Background: an optimization exercise with open tools, aiming at small area, a short achievable clock period and few clock cycles per item. Do not read the settings as production practice.
Only simulation tests tie the RTL to the original design; equivalence was not proved.

==> design/flow/design.v <==
package bsort_pkg;
    localparam logic [1:0] KEY_FULL = 2'd0;
    localparam logic [1:0] KEY_R    = 2'd1;
    localparam logic [1:0] KEY_G    = 2'd2;
    localparam logic [1:0] KEY_B    = 2'd3;
endpackage
module bsort_cas
#(
    parameter int DATA_W = 24
) (
    input  logic [DATA_W-1:0] a_pix_i,
    input  logic [DATA_W-1:0] b_pix_i,
    input  logic [1:0]        key_sel_i,
    output logic              gt_o
);
    localparam int CH_W = DATA_W / 3;
    function automatic logic [1:0] cmp_ch(input logic [CH_W-1:0] a, input logic [CH_W-1:0] b);
        logic g, e;
        g = 1'b0;
        e = 1'b1;
        for (int i = CH_W - 1; i >= 0; i--) begin
            g = g | (e & a[i] & ~b[i]);
            e = e & ~(a[i] ^ b[i]);
        end
        cmp_ch = {g, e};
    endfunction
    logic g2, g1, g0, e2, e1;
    assign {g2, e2} = cmp_ch(a_pix_i[3*CH_W-1 -: CH_W], b_pix_i[3*CH_W-1 -: CH_W]);
    assign {g1, e1} = cmp_ch(a_pix_i[2*CH_W-1 -: CH_W], b_pix_i[2*CH_W-1 -: CH_W]);
    assign g0       = cmp_ch(a_pix_i[CH_W-1   -: CH_W], b_pix_i[CH_W-1   -: CH_W]) >> 1;
    assign gt_o = (key_sel_i == bsort_pkg::KEY_R) ? g2 :
                  (key_sel_i == bsort_pkg::KEY_G) ? g1 :
                  (key_sel_i == bsort_pkg::KEY_B) ? g0 :
                  (g2 | (e2 & (g1 | (e1 & g0))));
endmodule
module bsort_engine
#(
    parameter int DEPTH  = 32,
    parameter int DATA_W = 24,
    parameter int IDX_W  = $clog2(DEPTH)
) (
    input  logic              clk,
    input  logic              reset_n,
    input  logic              load,
    input  logic [DATA_W-1:0] in,
    input  logic [1:0]        key_sel,
    input  logic              descend,
    output logic              busy,
    output logic              out_valid,
    input  logic              out_ready,
    output logic [IDX_W-1:0]  image_out_index,
    output logic [DATA_W-1:0] out_data,
    output logic [1:0]        color_index,
    output logic              done
);
    localparam int               NRUN     = 4;
    localparam int               RUN_W    = $clog2(NRUN);
    localparam int               RUN_N    = DEPTH / NRUN;
    localparam int               POS_W    = IDX_W - RUN_W;       
    localparam int               CH_W     = DATA_W / 3;
    localparam int               ENT_W    = DATA_W + POS_W;
    localparam logic [IDX_W-1:0] LAST_IDX = IDX_W'(DEPTH - 1);
    logic              busy_q;
    logic [IDX_W-1:0]  ld_cnt_q;      
    logic              ins_q;         
    logic              prime_q;       
    logic              out_valid_q;
    logic              last_q;        
    logic [POS_W:0]    tk_cnt_q [NRUN];    
    logic [1:0]        key_sel_q;
    logic              descend_q;
    logic [ENT_W-1:0]        new_q;   
    logic [DATA_W+IDX_W-1:0] out_q;   
    logic [ENT_W-1:0]  ent_q [DEPTH];
    logic              accept;
    logic              pop;
    logic              fetch;
    logic              last_pop;
    logic              desc_now;
    logic [POS_W-1:0]  run_n;
    logic [NRUN-1:0]   run_ok;
    logic [NRUN-1:0]   take;
    logic [NRUN-1:0]   run_left;      
    logic [ENT_W-1:0]  head [NRUN];
    assign accept   = load && !busy_q;
    assign pop      = out_valid_q && out_ready;
    assign run_n    = new_q[POS_W-1:0];    
    assign desc_now = (ld_cnt_q == '0) ? descend : descend_q;
    assign last_pop = out_ready && last_q;    
    assign fetch    = prime_q || (pop && !last_pop);
    for (genvar r = 0; r < NRUN; r++) begin : g_run
        assign head[r]   = ent_q[DEPTH - 1 - r * RUN_N];
        assign run_ok[r] = !tk_cnt_q[r][POS_W];
        assign run_left[r] = run_ok[r] && !(take[r] && (tk_cnt_q[r][POS_W-1:0] == '1));
    end
    logic beats [NRUN][NRUN];
    for (genvar a = 0; a < NRUN; a++) begin : g_pa
        for (genvar b = a + 1; b < NRUN; b++) begin : g_pb
            logic gt;
            bsort_cas #(.DATA_W(DATA_W)) u_hc (
                .a_pix_i   (head[a][ENT_W-1 -: DATA_W]),
                .b_pix_i   (head[b][ENT_W-1 -: DATA_W]),
                .key_sel_i (key_sel_q),
                .gt_o      (gt)
            );
            assign beats[a][b] = !gt;
            assign beats[b][a] = gt;
        end
    end
    for (genvar a = 0; a < NRUN; a++) begin : g_win
        logic [NRUN-1:0] ok;
        for (genvar b = 0; b < NRUN; b++) begin : g_b
            if (a == b) begin : g_self
                assign ok[b] = run_ok[a];
            end else begin : g_other
                assign ok[b] = !run_ok[b] || beats[a][b];
            end
        end
        assign take[a] = fetch && (&ok);
    end
    always_ff @(posedge clk or negedge reset_n) begin
        if (!reset_n) begin
            busy_q      <= 1'b0;
            ld_cnt_q    <= '0;
            ins_q       <= 1'b0;
            prime_q     <= 1'b0;
            out_valid_q <= 1'b0;
            last_q      <= 1'b0;
            key_sel_q   <= bsort_pkg::KEY_FULL;
            descend_q   <= 1'b0;
            for (int r = 0; r < NRUN; r++) tk_cnt_q[r] <= '0;
        end else begin
            ins_q   <= accept;
            prime_q <= ins_q && busy_q;            
            if (accept) begin
                ld_cnt_q <= ld_cnt_q + 1'b1;
                if (ld_cnt_q == '0) begin
                    key_sel_q <= key_sel;
                    descend_q <= descend;
                end
                if (ld_cnt_q == LAST_IDX) busy_q <= 1'b1;
            end
            if (prime_q) out_valid_q <= 1'b1;
            for (int r = 0; r < NRUN; r++) begin
                if (take[r]) tk_cnt_q[r] <= tk_cnt_q[r] + 1'b1;
            end
            if (fetch) last_q <= (run_left == '0);
            if (last_pop) begin
                out_valid_q <= 1'b0;
                last_q      <= 1'b0;
                busy_q      <= 1'b0;
                for (int r = 0; r < NRUN; r++) tk_cnt_q[r] <= '0;
            end
        end
    end
    always_ff @(posedge clk) begin
        new_q <= {in ^ {DATA_W{desc_now}}, ld_cnt_q[POS_W-1:0]};    
    end
    logic [ENT_W-1:0] win;
    logic [RUN_W-1:0] win_run;
    always_comb begin
        win     = '0;
        win_run = '0;
        for (int r = 0; r < NRUN; r++) begin
            win     = win | (head[r] & {ENT_W{take[r]}});
            win_run = win_run | (RUN_W'(r) & {RUN_W{take[r]}});
        end
    end
    always_ff @(posedge clk or negedge reset_n) begin
        if (!reset_n)      out_q <= '0;
        else if (fetch)    out_q <= {win[ENT_W-1 -: DATA_W] ^ {DATA_W{descend_q}}, win_run, win[POS_W-1:0]};
        else if (last_pop) out_q <= '0;
    end
    logic [RUN_N-1:0] shift;
    for (genvar i = 0; i < RUN_N; i++) begin : g_cmp
        logic gt;
        bsort_cas #(.DATA_W(DATA_W)) u_cas (
            .a_pix_i   (ent_q[i][ENT_W-1 -: DATA_W]),
            .b_pix_i   (new_q[ENT_W-1 -: DATA_W]),
            .key_sel_i (key_sel_q),
            .gt_o      (gt)
        );
        assign shift[i] = (POS_W'(i) >= run_n) || !gt;
    end
    for (genvar i = 0; i < RUN_N; i++) begin : g_act
        logic             sel_new, sel_prev, sel_hold;
        logic [ENT_W-1:0] prev;
        if (i == 0) begin : g_first
            assign sel_new  = ins_q && shift[0];
            assign sel_prev = 1'b0;
            assign prev     = '0;
        end else begin : g_rest
            assign sel_new  = ins_q && shift[i] && !shift[i-1];
            assign sel_prev = (ins_q && shift[i-1]) || take[NRUN-1];
            assign prev     = ent_q[i-1];
        end
        assign sel_hold = !(sel_new || sel_prev);
        always_ff @(posedge clk) begin
            ent_q[i] <= ({ENT_W{sel_hold}} & ent_q[i])
                      | ({ENT_W{sel_new}}  & new_q)
                      | ({ENT_W{sel_prev}} & prev);
        end
    end
    for (genvar i = RUN_N; i < DEPTH; i++) begin : g_up
        localparam int R = NRUN - 1 - i / RUN_N;    
        logic sel_prev;
        if (i % RUN_N == 0) begin : g_bottom
            assign sel_prev = ins_q;
        end else begin : g_inner
            assign sel_prev = ins_q || take[R];
        end
        always_ff @(posedge clk) begin
            if (sel_prev) ent_q[i] <= ent_q[i-1];
        end
    end
    logic [DATA_W-1:0] out_pix;
    assign out_pix = out_q[DATA_W+IDX_W-1 -: DATA_W];
    assign busy            = busy_q;
    assign out_valid       = out_valid_q;
    assign out_data        = out_pix;
    assign image_out_index = out_q[IDX_W-1:0];
    assign color_index     = (key_sel_q == bsort_pkg::KEY_G) ? out_pix[2*CH_W-1 -: 2] :
                             (key_sel_q == bsort_pkg::KEY_B) ? out_pix[CH_W-1 -: 2] :
                                                               out_pix[DATA_W-1 -: 2];
    assign done            = last_pop;
endmodule
==> design/flow/flow/run.sh <==
#!/bin/bash
set -euo pipefail
CTS="-sink_clustering_enable -repair_clock_nets -dont_use_dummy_load -sink_clustering_size 16 -sink_clustering_max_diameter 50 -buf_list sky130_fd_sc_hd__clkbuf_8"
bash standard.sh "CTS_ARGS=$CTS" "BUFFER_PORTS_ARGS=-inputs -outputs -buffer_cell sky130_fd_sc_hd__buf_1" SETUP_SLACK_MARGIN=5.7 finish > make_finish.log 2>&1
==> design/flow/standard.sh <==
#!/bin/bash
# synth_recipe.tcl (not shown) runs the flow's synth.tcl, then flattens the netlist and writes it again
# the make line also repeats each setting of config.mk as NAME=value (left out here)
make -C /OpenROAD-flow-scripts/flow DESIGN_CONFIG=/design/flow/config.mk WORK_HOME=/design/flow/orfs CLKGATE_MAP_FILE= SYNTH_SCRIPT=/design/flow/synth_recipe.tcl "${@:-finish}"
==> design/flow/config.mk <==
export PLATFORM = sky130hd
export DESIGN_NAME = bsort_engine
export DESIGN_NICKNAME = bsort_engine
export VERILOG_FILES = /design/flow/design.v
export SDC_FILE = /design/flow/constraint.sdc
export NUM_CORES = 4
export LEC_CHECK = 0
export CAP_MARGIN = 20
export CORE_MARGIN = 2
export CORE_UTILIZATION = 80
export PLACE_DENSITY = 0.86
export SLEW_MARGIN = 20
==> design/flow/constraint.sdc <==
create_clock -name core_clock -period 10.0 [get_ports {clk}]
set_input_delay 2.0000 -clock core_clock [delete_from_list [all_inputs] [get_ports {clk}]]
set_output_delay 2.0000 -clock core_clock [all_outputs]
set_load 0.01 [all_outputs]
==> reports/metrics.yaml, run 1 <==
status: "complete, no violations"
crit_type: "in -> out"
rr_endpoint: "ent_q[6][21]$_DFF_P_"
syn-num-nets: 3016
rrSetupSlack_ps: 5660
ys_seq_area_frac: 0.663
multiInputGateArea_mm2: 0.0119
setup_violations: 0
place_area_mm2: 0.0398
h-tree-depth: 3
synth-edff-count: 675
first_pass_iters: 8
area.sequential_mm2: 0.0261
ys_ff_latch: 949
relSlewSlack: 0.358
min_path_cells: 0
fill_cells: 2254
hold_path.startpoint: "ent_q[22][23]$_DFFE_PP_"
clk_latency_ps: 730
synth_top_cell_area_share: 0.516
finClkSkew_ps: 112
root_buffer: "clkbuf_8"
synth_area_mm2: 0.0393
cts_tree: "done"
clkTransAtPathRegs_ps: 90
rsz0062_at_grt: "true"
io_buffers: 64
initial_utilization: 0.806
wl_per_cell_um: 27.2
dieArea_mm2: 0.0509
hold_end: "ent_q[23][23]$_DFFE_PP_"
ant_nets: 0
hold_class: "reg -> reg"
grt_pass1_vias: 25200
worstSetupStartpointType: "input port"
synthFlopType: "edfxtp_1"
numCtsBuffers: 76
cts_buffer_depth: 3
crit_path_max_fanout: 2
synthArstFlopShare: 0.0611
viasPerCell: 7.21
min_period_ps: 4360
antenna_found_initial: 0
wl_mm: 97.9
grt_pass1_wl_mm: 143
place.gp.congestion: 0.955
pre_cts_ws_ps: 4500
yosysMostFrequentCell: "edfxtp_1"
coreArea_mm2: 0.0487
finalHoldViolCount: 0
synth_warnings: 10
drive_gt1_frac: 0.0778
dp_hpwl_mm: 62.7
yosysTopAreaCell: "edfxtp_1"
worst_pin_slew_ps: 963
yosysUniqueCellTypes: 86
synth_area_per_cell_um2: 13.4
ff2ff_path_depth: 13
drcViolationCount: 0
io_pins: 65
grt_max_degree: 91
crit_arrival_ps: 2360
crit_path_end_kind: "output pin"
synthTopCellsByCount: "edfxtp_1 (675), dfxtp_1 (216), nand2_1 (162)"
cap_viol_max_count: 0
grt_usage: 0.376
finalSetupTns_ps: 0
die_height_um: 226
min_period_over_period: 0.436
max_freq_mhz: 229
drt_iter0_markers: 4005
setup_slack_ps: 5640
r2r-start: "ent_q[7][25]$_DFF_P_"
dr_total_vias: 25900
nNetsFinal: 3015
die_w_um: 226
stdcell_area_mm2: 0.0413
synthCells: 2935
area_delta_synth_final_pct: 5.11
cp_data_required_time_ps: 8000
synth_area_leaders: "edfxtp_1 (52%), dfxtp_1 (11%), dfrtp_1 (3.7%)"
report.final.slew_viol_count: 0
rows: 81
cts.sinks: 949
overflow: 0
==> worst max-delay path, cell delays in order <==
cell    delay, ps
buf_8         100
and2_4        140
buf_6         120
==> layer usage <==
layer / wire length (um) / track usage
met1: 34300 / 0.488
met2: 45500 / 0.599
met3: 11600 / 0.0843
met4: 6530 / 0.206
met5: 0 / 0
==> state kept, by name, indices dropped and copies added (netlist names), named ones only <==
name         cells
busy_q           1
descend_q        1
ent_q          837
ins_q            1
key_sel_q        2
last_q           1
ld_cnt_q         5
new_q           27
out_q           29
out_valid_q      1
prime_q          1
tk_cnt_q        16
==> how the worst max path moves through the flow <==
stage,start,to,slack (ps),cells after the start
3_5_place_dp,out_ready,ent_q[17][22]$_DFFE_PP_,4500,7
3_3_place_gp,out_ready,ent_q[17][23]$_DFFE_PP_,4760,7
4_1_cts,ent_q[15][23]$_DFFE_PP_,ent_q[9][4]$_DFFE_PP_,5540,9
2_1_floorplan,out_ready,ent_q[25][0]$_DFFE_PP_,5440,6
6_report,out_ready,done,5640,3
5_1_grt,ent_q[31][5]$_DFFE_PP_,ent_q[22][23]$_DFFE_PP_,5620,10
==> cell families (layout without fill, tap and decap cells) <==
logic type	Yosys count	count (layout)	synth area share
AO/OA/AOI/OAI	572	572	0.115
XOR/XNOR	186	186	0.0415
adder cells (fa/ha/maj)	144	144	0.0402
buffers and inverters	358	349	0.0383
flip-flops	949	949	0.663
multiplexers	40	40	0.0103
other	0	1	0
AND/OR/NAND/NOR	686	692	0.0918
==> cells in the final DEF, fill, tap and decap left out, types with 57 or more instances in the layout <==
cell type	synthesis	final
a21oi_1	71	70
a221o_1	119	119
buf_1	10	61
clkbuf_8	0	76
dfrtp_1	58	57
dfxtp_1	216	205
edfxtp_1	675	675
inv_1	152	152
maj3_1	85	85
nand2_1	162	160
nand4_1	62	62
nor2_1	66	64
nor2b_1	75	75
nor3_1	120	120
o21ai_0	60	59
xnor2_1	126	126
xor2_1	60	60
==> layout make-up <==
cell class                      instances  area share
Antenna cell                            1   0.0000606
Multi-Input combinational cell       1634       0.289
Inverter                              159      0.0145
Tap cell                              664      0.0201
Sequential cell                       949       0.631
Timing Repair Buffer                  114      0.0192
Clock buffer                           76      0.0253
==> through the flow <==
step           instances   util  hold slack (ps)
2_1_floorplan       2935      -              392
3_3_place_gp        3502  0.817              400
3_5_place_dp        3502  0.817              405
4_1_cts             3587  0.843              365
5_1_grt             3596  0.847              367
6_report            3597  0.847              364
==> timing repair <==
action,in CTS,in global routing
buffers inserted,4,5
resized for setup,35,28
hold buffers,0,0
cloned,5,3
endpoints found under the setup margin,559,538
pin swaps,2,2
Testbench counts, summed over its fixed seeds: cycles 12,672, images 192.
==> inputs of run 2 (changes only) <==
--- a/design/flow/design.v
+++ b/design/flow/design.v
@@ -167,8 +167,6 @@
         end
     end
-    always_ff @(posedge clk or negedge reset_n) begin
-        if (!reset_n)      out_q <= '0;
-        else if (fetch)    out_q <= {win[ENT_W-1 -: DATA_W] ^ {DATA_W{descend_q}}, win_run, win[POS_W-1:0]};
-        else if (last_pop) out_q <= '0;
+    always_ff @(posedge clk) begin
+        if (fetch) out_q <= {win[ENT_W-1 -: DATA_W] ^ {DATA_W{descend_q}}, win_run, win[POS_W-1:0]};
     end
     logic [RUN_N-1:0] shift;
@@ -215,9 +213,9 @@
     end
     logic [DATA_W-1:0] out_pix;
-    assign out_pix = out_q[DATA_W+IDX_W-1 -: DATA_W];
+    assign out_pix = out_q[DATA_W+IDX_W-1 -: DATA_W] & {DATA_W{out_valid_q}};
     assign busy            = busy_q;
     assign out_valid       = out_valid_q;
     assign out_data        = out_pix;
-    assign image_out_index = out_q[IDX_W-1:0];
+    assign image_out_index = out_q[IDX_W-1:0] & {IDX_W{out_valid_q}};
     assign color_index     = (key_sel_q == bsort_pkg::KEY_G) ? out_pix[2*CH_W-1 -: 2] :
                              (key_sel_q == bsort_pkg::KEY_B) ? out_pix[CH_W-1 -: 2] :
--- a/design/flow/config.mk
+++ b/design/flow/config.mk
@@ -8,5 +8,5 @@
 export CAP_MARGIN = 20
 export CORE_MARGIN = 2
-export CORE_UTILIZATION = 80
-export PLACE_DENSITY = 0.86
+export CORE_UTILIZATION = 70
+export PLACE_DENSITY = 0.76
 export SLEW_MARGIN = 20
==> run 2 against run 1 <==
  * Still clean
  * Fmax fell by 2.7%
  * Sequential share of layout area up 0.12 points
  * Register-to-register slack improved by 120 ps
  * Critical path type unchanged
==> reports/metrics.yaml, run 2 <==
status: "complete, no violations"
worst_pin_slew_ps: 895  # -68.7 ps
drive_gt1_frac: 0.0816  # +0.00379
cts_tree: "done"
synthArstFlopShare: 0.0306  # -0.0306
dp.cells: 3489  # -0.37%
io_pins: 65  # unchanged
multiInputGateArea_mm2: 0.0117  # -2.3%
crit_path_start: "out_ready"
dp_hpwl_mm: 59.4  # -5.4%
dr_total_vias: 23800  # -8.1%
wl_mm: 90.8  # -7.2%
synthTopCellsByCount: "edfxtp_1 (704), dfxtp_1 (216), xnor2_1 (152)"
rr_endpoint: "ent_q[6][26]$_DFF_P_"
wl_per_cell_um: 25.2  # -7.5%
top_layer: "met4"
area.sequential_mm2: 0.0262  # +0.55%
synth-edff-count: 704  # +4.3%
syn-num-nets: 2881  # -4.5%
cts.sinks: 949  # unchanged
cap_viol_max_count: 0  # unchanged
root_buffer: "clkbuf_8"
crit_path_max_fanout: 2  # unchanged
place.gp.congestion: 0.922  # -3.5%
h-tree-depth: 3  # unchanged
ant_nets: 0  # unchanged
min_period_over_period: 0.448  # +0.0121
first_pass_iters: 7  # -1
crit_type: "in -> out"
synth_area_mm2: 0.0389  # -0.90%
synth_area_leaders: "edfxtp_1 (54%), dfxtp_1 (11%), xnor2_1 (3.4%)"
layoutNonFillerInstCount: 3606  # +0.25%
crit_arrival_ps: 2480  # +120 ps
initial_utilization: 0.708  # -0.0978
nNetsFinal: 2940  # -2.5%
synthCells: 2800  # -4.6%
dieArea_mm2: 0.0575  # +13%
grt_usage: 0.316  # -0.0601
drcViolationCount: 0  # unchanged
worstSetupStartpointType: "input port"
final_common_cell: "edfxtp_1"
min_period_ps: 4480  # +121 ps
report.final.slew_viol_count: 0  # unchanged
yosysUniqueCellTypes: 94  # +9.3%
synth_warnings: 10  # unchanged
finalHoldViolCount: 0  # unchanged
viasPerCell: 6.61  # -8.4%
io_buffers: 64  # unchanged
numCtsBuffers: 84  # +11%
finalSetupTns_ps: 0  # unchanged
cp_data_required_time_ps: 8000  # about the same
die_height_um: 240  # +6.3%
crit_path_end_kind: "output pin"
clk_latency_ps: 700  # -30 ps
yosysTopAreaCell: "edfxtp_1"
rrSetupSlack_ps: 5780  # +120 ps
rows: 86  # +6.2%
max_freq_mhz: 223  # -2.7%
ff2ff_path_depth: 13  # unchanged
overflow: 0  # unchanged
hold_end: "ent_q[28][8]$_DFFE_PP_"
synth_top_cell_area_share: 0.543  # +0.0271
min_path_cells: 0  # unchanged
drt_iter0_markers: 2465  # -38%
largest_reg_flops: 837  # unchanged
grt_pass1_vias: 23100  # -8.3%
wl_met1_mm: 36.8  # +7.4%
dr_wl_met3_mm: 7.22  # -38%
hold_buffers: 0  # unchanged
fill_cells: 3295  # +46%
synth_area_per_cell_um2: 13.9  # +3.9%
clkTransAtPathRegs_ps: 90  # about the same
rsz0062_at_grt: "true"
top_regs: "ent_q (837), out_q (29), new_q (27)"
yosysMostFrequentCell: "edfxtp_1"
ys_ff_latch: 949  # unchanged
setup_violations: 0  # unchanged
area_delta_synth_final_pct: 6.45
fin_hold_ws_ps: 360  # -4.47 ps
ys_seq_area_frac: 0.673  # +0.00974
grt_max_degree: 101  # +11%
finClkSkew_ps: 86.1  # -25.7 ps
relSlewSlack: 0.404  # +0.0458
coreArea_mm2: 0.0550  # +13%
cts_buffer_depth: 3  # unchanged
die_w_um: 240  # +6.3%
r2r-start: "ent_q[7][26]$_DFF_P_"
hold_path.startpoint: "ent_q[27][8]$_DFFE_PP_"
largest_register: "ent_q"
final_cell_mix: "edfxtp_1 (704), dfxtp_1 (209), xnor2_1 (152), inv_1 (134), a21o_1 (125)"
hold_class: "reg -> reg"
antenna_found_initial: 3  # +3
synthFlopType: "edfxtp_1"
grt_pass1_wl_mm: 136  # -5.5%
met2_wirelength_mm: 42.2  # -7.4%
## run 2: changes by cell type after synthesis, sizes merged, moves of 44 or more
| cell | delta |
|---|---|
| nand2 | -98 |
| a221o | -79 |
| a22o | +105 |
| nor2 | +44 |
| nor3 | -96 |
| a21o | +99 |
| nand4 | -47 |
## run 2: worst max-delay path: stages
cell and delay [ps]:
buf_8 100, and2_4 140, buf_12 120, buf_6 110
## run 2: worst max-delay path by stage
stage | depth (start not counted) | end | slack [ps]
after global placement | 9 | ent_q[17][5]$_DFFE_PP_ | 4490
after CTS | 4 | done | 5530
after floorplan | 5 | ent_q[17][0]$_DFFE_PP_ | 3720
final | 4 | done | 5520
after global routing | 4 | done | 5520
after detailed placement | 9 | ent_q[17][6]$_DFFE_PP_ | 4390
## run 2: timing repair
action                                  in CTS  in global routing
setup buffers                               10                  9
gates resized for setup                     41                 16
gates cloned                                 9                  3
pin swaps                                    5                  5
endpoints found under the setup margin     682                536
## run 2: cell families after synthesis
family          Yosys count  share of synthesized area
fa+ha+maj               135                     0.0381
mux                      13                    0.00347
simple gates            493                     0.0691
xor+xnor                199                     0.0448
buf+inv                 315                     0.0342
compound gates          696                      0.137
flops                   949                      0.673
## run 2: stage by stage
| step | setup WS [ps] | utilization | cell area (um2) |
|---|---|---|---|
| CTS | 5530 | 0.750 | 41200 |
| floorplan | 3720 | - | 39000 |
| global route | 5520 | 0.753 | 41400 |
| finish | 5520 | 0.753 | 41400 |
| global placement | 4490 | 0.723 | 39800 |
| detailed placement | 4390 | 0.723 | 39800 |
## run 2: metal layers
metal,vias up,track usage
met5,-,0
met4,0,0.143
met3,304,0.0543
met2,1193,0.507
met1,11700,0.429
li1,10600,-
## run 2: final cells by class
cell class / count / share of cell area
Sequential cell: 949 / 0.633
Timing Repair Buffer: 135 / 0.0222
Tap cell: 748 / 0.0226
Inverter: 142 / 0.0130
Antenna cell: 1 / 0.0000604
Clock buffer: 84 / 0.0279
Multi-Input combinational cell: 1547 / 0.282
Testbench counts of run 2, summed over its fixed seeds: cycles 12,672, images 192.
==> inputs of run 3 (changes only) <==
==> design/flow/flow/run.sh (replaced) <==
#!/bin/bash
set -euo pipefail
CTS="-sink_clustering_enable -repair_clock_nets -dont_use_dummy_load -sink_clustering_size 16 -sink_clustering_max_diameter 50 -buf_list sky130_fd_sc_hd__clkbuf_8"
bash standard.sh "CTS_ARGS=$CTS" "BUFFER_PORTS_ARGS=-inputs -outputs -buffer_cell sky130_fd_sc_hd__buf_1" SETUP_SLACK_MARGIN=5.6 finish > make_finish.log 2>&1
==> run 3 against run 2 <==
  * Final cell count fell by 0.22%
  * Register-to-register slack worse by 100 ps
  * Critical path depth did not move
  * Clock-buffer cell count shrank 1
  * Routed wire length fell by 0.62%
  * Via count fell by 0.33%
  * Synthesized cell count is the same
  * Clock skew grew 6.3 ps
  * First-iteration DRC count grew 0.97%
==> reports/metrics.yaml, run 3 <==
status: "complete, no violations"
place.gp.congestion: 0.935  # +1.4%
yosysTopAreaCell: "edfxtp_1"
wl_mm: 90.3  # -0.62%
min_period_over_period: 0.446  # -0.00152
worstSetupStartpointType: "input port"
r2r-start: "key_sel_q[0]$_DFFE_PN0P_"
synth_warnings: 10  # unchanged
finClkSkew_ps: 92.4  # +6.32 ps
io_buffers: 64  # unchanged
dieArea_mm2: 0.0575  # unchanged
max_freq_mhz: 224  # +0.34%
synth_top_cell_area_share: 0.543  # unchanged
antenna_found_initial: 6  # +3
drive_gt1_frac: 0.0779  # -0.00363
wl_per_cell_um: 25.1  # -0.40%
synthTopCellsByCount: "edfxtp_1 (704), dfxtp_1 (216), xnor2_1 (152)"
crit_path_end_kind: "output pin"
grt_max_degree: 89  # -12%
hold_buffers: 0  # unchanged
final_common_cell: "edfxtp_1"
endpoint: "done"
crit_path_max_fanout: 2  # unchanged
hold_class: "reg -> reg"
final_cell_mix: "edfxtp_1 (704), dfxtp_1 (209), xnor2_1 (152), inv_1 (136), a21o_1 (125)"
overflow: 0  # unchanged
largest_reg_flops: 837  # unchanged
dr_total_vias: 23700  # -0.33%
synthCells: 2800  # unchanged
die_height_um: 240  # unchanged
cts.sinks: 949  # unchanged
setup_slack_ps: 5540  # +15.2 ps
h-tree-depth: 3  # unchanged
cap_viol_max_count: 0  # unchanged
clk_latency_ps: 720  # +20 ps
drt_iter0_markers: 2489  # +0.97%
worst_pin_slew_ps: 925  # +30.2 ps
ys_seq_area_frac: 0.673  # unchanged
post-route-util: 0.751  # -0.00246
setup_violations: 0  # unchanged
crit_type: "in -> out"
cp_data_required_time_ps: 8000  # about the same
io_pins: 65  # unchanged
yosysUniqueCellTypes: 94  # unchanged
grt_pass1_vias: 23400  # +1.1%
coreArea_mm2: 0.0550  # unchanged
yosysMostFrequentCell: "edfxtp_1"
rrSetupSlack_ps: 5680  # -100 ps
initial_utilization: 0.708  # unchanged
first_pass_iters: 6  # -1
synth-edff-count: 704  # unchanged
top_regs: "ent_q (837), out_q (29), new_q (27)"
dp_hpwl_mm: 59.3  # -0.16%
rr_endpoint: "out_q[27]$_DFFE_PP_"
min_period_ps: 4460  # -15.2 ps
numCtsBuffers: 83  # -1.2%
finalSetupTns_ps: 0  # unchanged
area_delta_synth_final_pct: 6.10
rsz0062_at_grt: "true"
crit_path_start: "out_ready"
report.final.slew_viol_count: 0  # unchanged
synth_area_per_cell_um2: 13.9  # unchanged
synth_area_mm2: 0.0389  # unchanged
synthArstFlopShare: 0.0306  # unchanged
clkTransAtPathRegs_ps: 100  # about the same
viasPerCell: 6.60  # -0.11%
grt_usage: 0.317  # +0.000929
nNetsFinal: 2932  # -0.27%
syn-num-nets: 2881  # unchanged
synth_area_leaders: "edfxtp_1 (54%), dfxtp_1 (11%), xnor2_1 (3.4%)"
root_buffer: "clkbuf_8"
cts_tree: "done"
drcViolationCount: 0  # unchanged
pre_cts_ws_ps: 4590  # +202 ps
ant_nets: 0  # unchanged
ys_ff_latch: 949  # unchanged
synthFlopType: "edfxtp_1"
rows: 86  # unchanged
crit_arrival_ps: 2460  # -20 ps
finalHoldViolCount: 0  # unchanged
ff2ff_path_depth: 11  # -2
grt_pass1_wl_mm: 136  # +0.18%
fill_cells: 3403  # +3.3%
die_w_um: 240  # unchanged
relSlewSlack: 0.384  # -0.0201
cts_buffer_depth: 3  # unchanged
largest_register: "ent_q"
-- run 3: changes by cell type in the layout (fill, tap and decap cells not counted), moves of 2 or more --
cell,previous run,this run
nor2_4,5,3
buf_4,61,57
o21ai_1,4,2
buf_8,5,2
buf_6,1,4
inv_1,134,136
-- run 3: worst min path at each step --
stage	to	start	depth (start not counted)
global route	ent_q[18][19]$_DFFE_PP_	ent_q[17][19]$_DFFE_PP_	0
finish	ent_q[18][18]$_DFFE_PP_	ent_q[17][18]$_DFFE_PP_	0
global placement	ent_q[25][25]$_DFFE_PP_	ent_q[24][25]$_DFFE_PP_	0
CTS	ent_q[18][18]$_DFFE_PP_	ent_q[17][18]$_DFFE_PP_	0
floorplan	new_q[1]$_DFF_P_	ld_cnt_q[1]$_DFFE_PN0P_	0
detailed placement	ent_q[11][13]$_DFFE_PP_	ent_q[10][13]$_DFFE_PP_	0
-- run 3: layer usage --
layer | routed length [um] | GRT usage | vias up
met4 | 4550 | 0.156 | 6
met3 | 7570 | 0.0614 | 294
met5 | 30 | 0 | -
met1 | 36400 | 0.426 | 11700
li1 | - | - | 10600
met2 | 41700 | 0.500 | 1169
-- run 3: kinds of logic (layout without fill, tap and decap cells) --
| logic type | count (synthesis) | after routing | share of synthesized area |
|---|---|---|---|
| compound gates | 696 | 697 | 0.137 |
| xor+xnor | 199 | 199 | 0.0448 |
| fa+ha+maj | 135 | 135 | 0.0381 |
| buf+inv | 315 | 355 | 0.0342 |
| flops | 949 | 949 | 0.673 |
| mux | 13 | 13 | 0.00347 |
| other cells | 0 | 1 | 0 |
| simple gates | 493 | 501 | 0.0691 |
-- run 3: cell type report --
type                            instances  area [um2]  area share
Sequential cell                       949       26200       0.635
Multi-Input combinational cell       1545       11600       0.282
Clock buffer                           83        1140      0.0277
Tap cell                              748         936      0.0227
Timing Repair Buffer                  130         850      0.0206
Inverter                              142         533      0.0129
Antenna cell                            1        2.50   0.0000606
-- run 3: through the flow --
step | instances | hold slack (ps) | cell area, um2
6_report | 3598 | 354 | 41300
2_1_floorplan | 2800 | 392 | 39000
5_1_grt | 3598 | 354 | 41300
4_1_cts | 3588 | 343 | 41200
3_3_place_gp | 3490 | 400 | 39800
3_5_place_dp | 3491 | 405 | 39800
-- run 3: worst max-delay path, cell delays in order --
cell and delay (ps):
buf_8 100, and2_4 130, buf_8 120, buf_6 110
-- run 3: what timing repair did --
| item | 4_1_cts | 5_1_grt |
|---|---|---|
| pin swaps | 4 | 5 |
| setup buffers | 5 | 8 |
| gates cloned | 9 | 1 |
| setup endpoints to repair | 574 | 480 |
| gates resized for setup | 31 | 11 |

[static timing again, ports no longer ideal]
No port has a modelled driver above. Below, the same layouts with a new extraction and two added sets of constraints.
Step 1 assumes that a clkbuf_16 drives the clock port and a buf_2 every other input.
Step 2 times the ports against the registers' clock, not the clock port: input delays grow and output delays shrink by t, the midpoint of the rising clock arrivals with the driver on.
Three values: ideal, step 1, step 2; two values: the first two.
run	shift t [ns]	setup slack, ns	hold slack, ns	worst setup path at the end	worst data-port slew with drivers (ns)
run 1	0.731	5.642 / 5.599 / 5.428	0.364 / 0.364 / 0.364	input to register	0.05
run 2	0.725	5.521 / 5.444 / 5.444	0.360 / 0.360 / 0.360	input to output	0.11
run 3	0.736	5.536 / 5.455 / 5.455	0.354 / 0.354 / 0.354	input to output	0.11
After both steps every run listed still meets setup and hold. For run 1, which loses most, drivers alone change the setup slack by -0.043 ns; drivers and shift together by -0.214 ns.
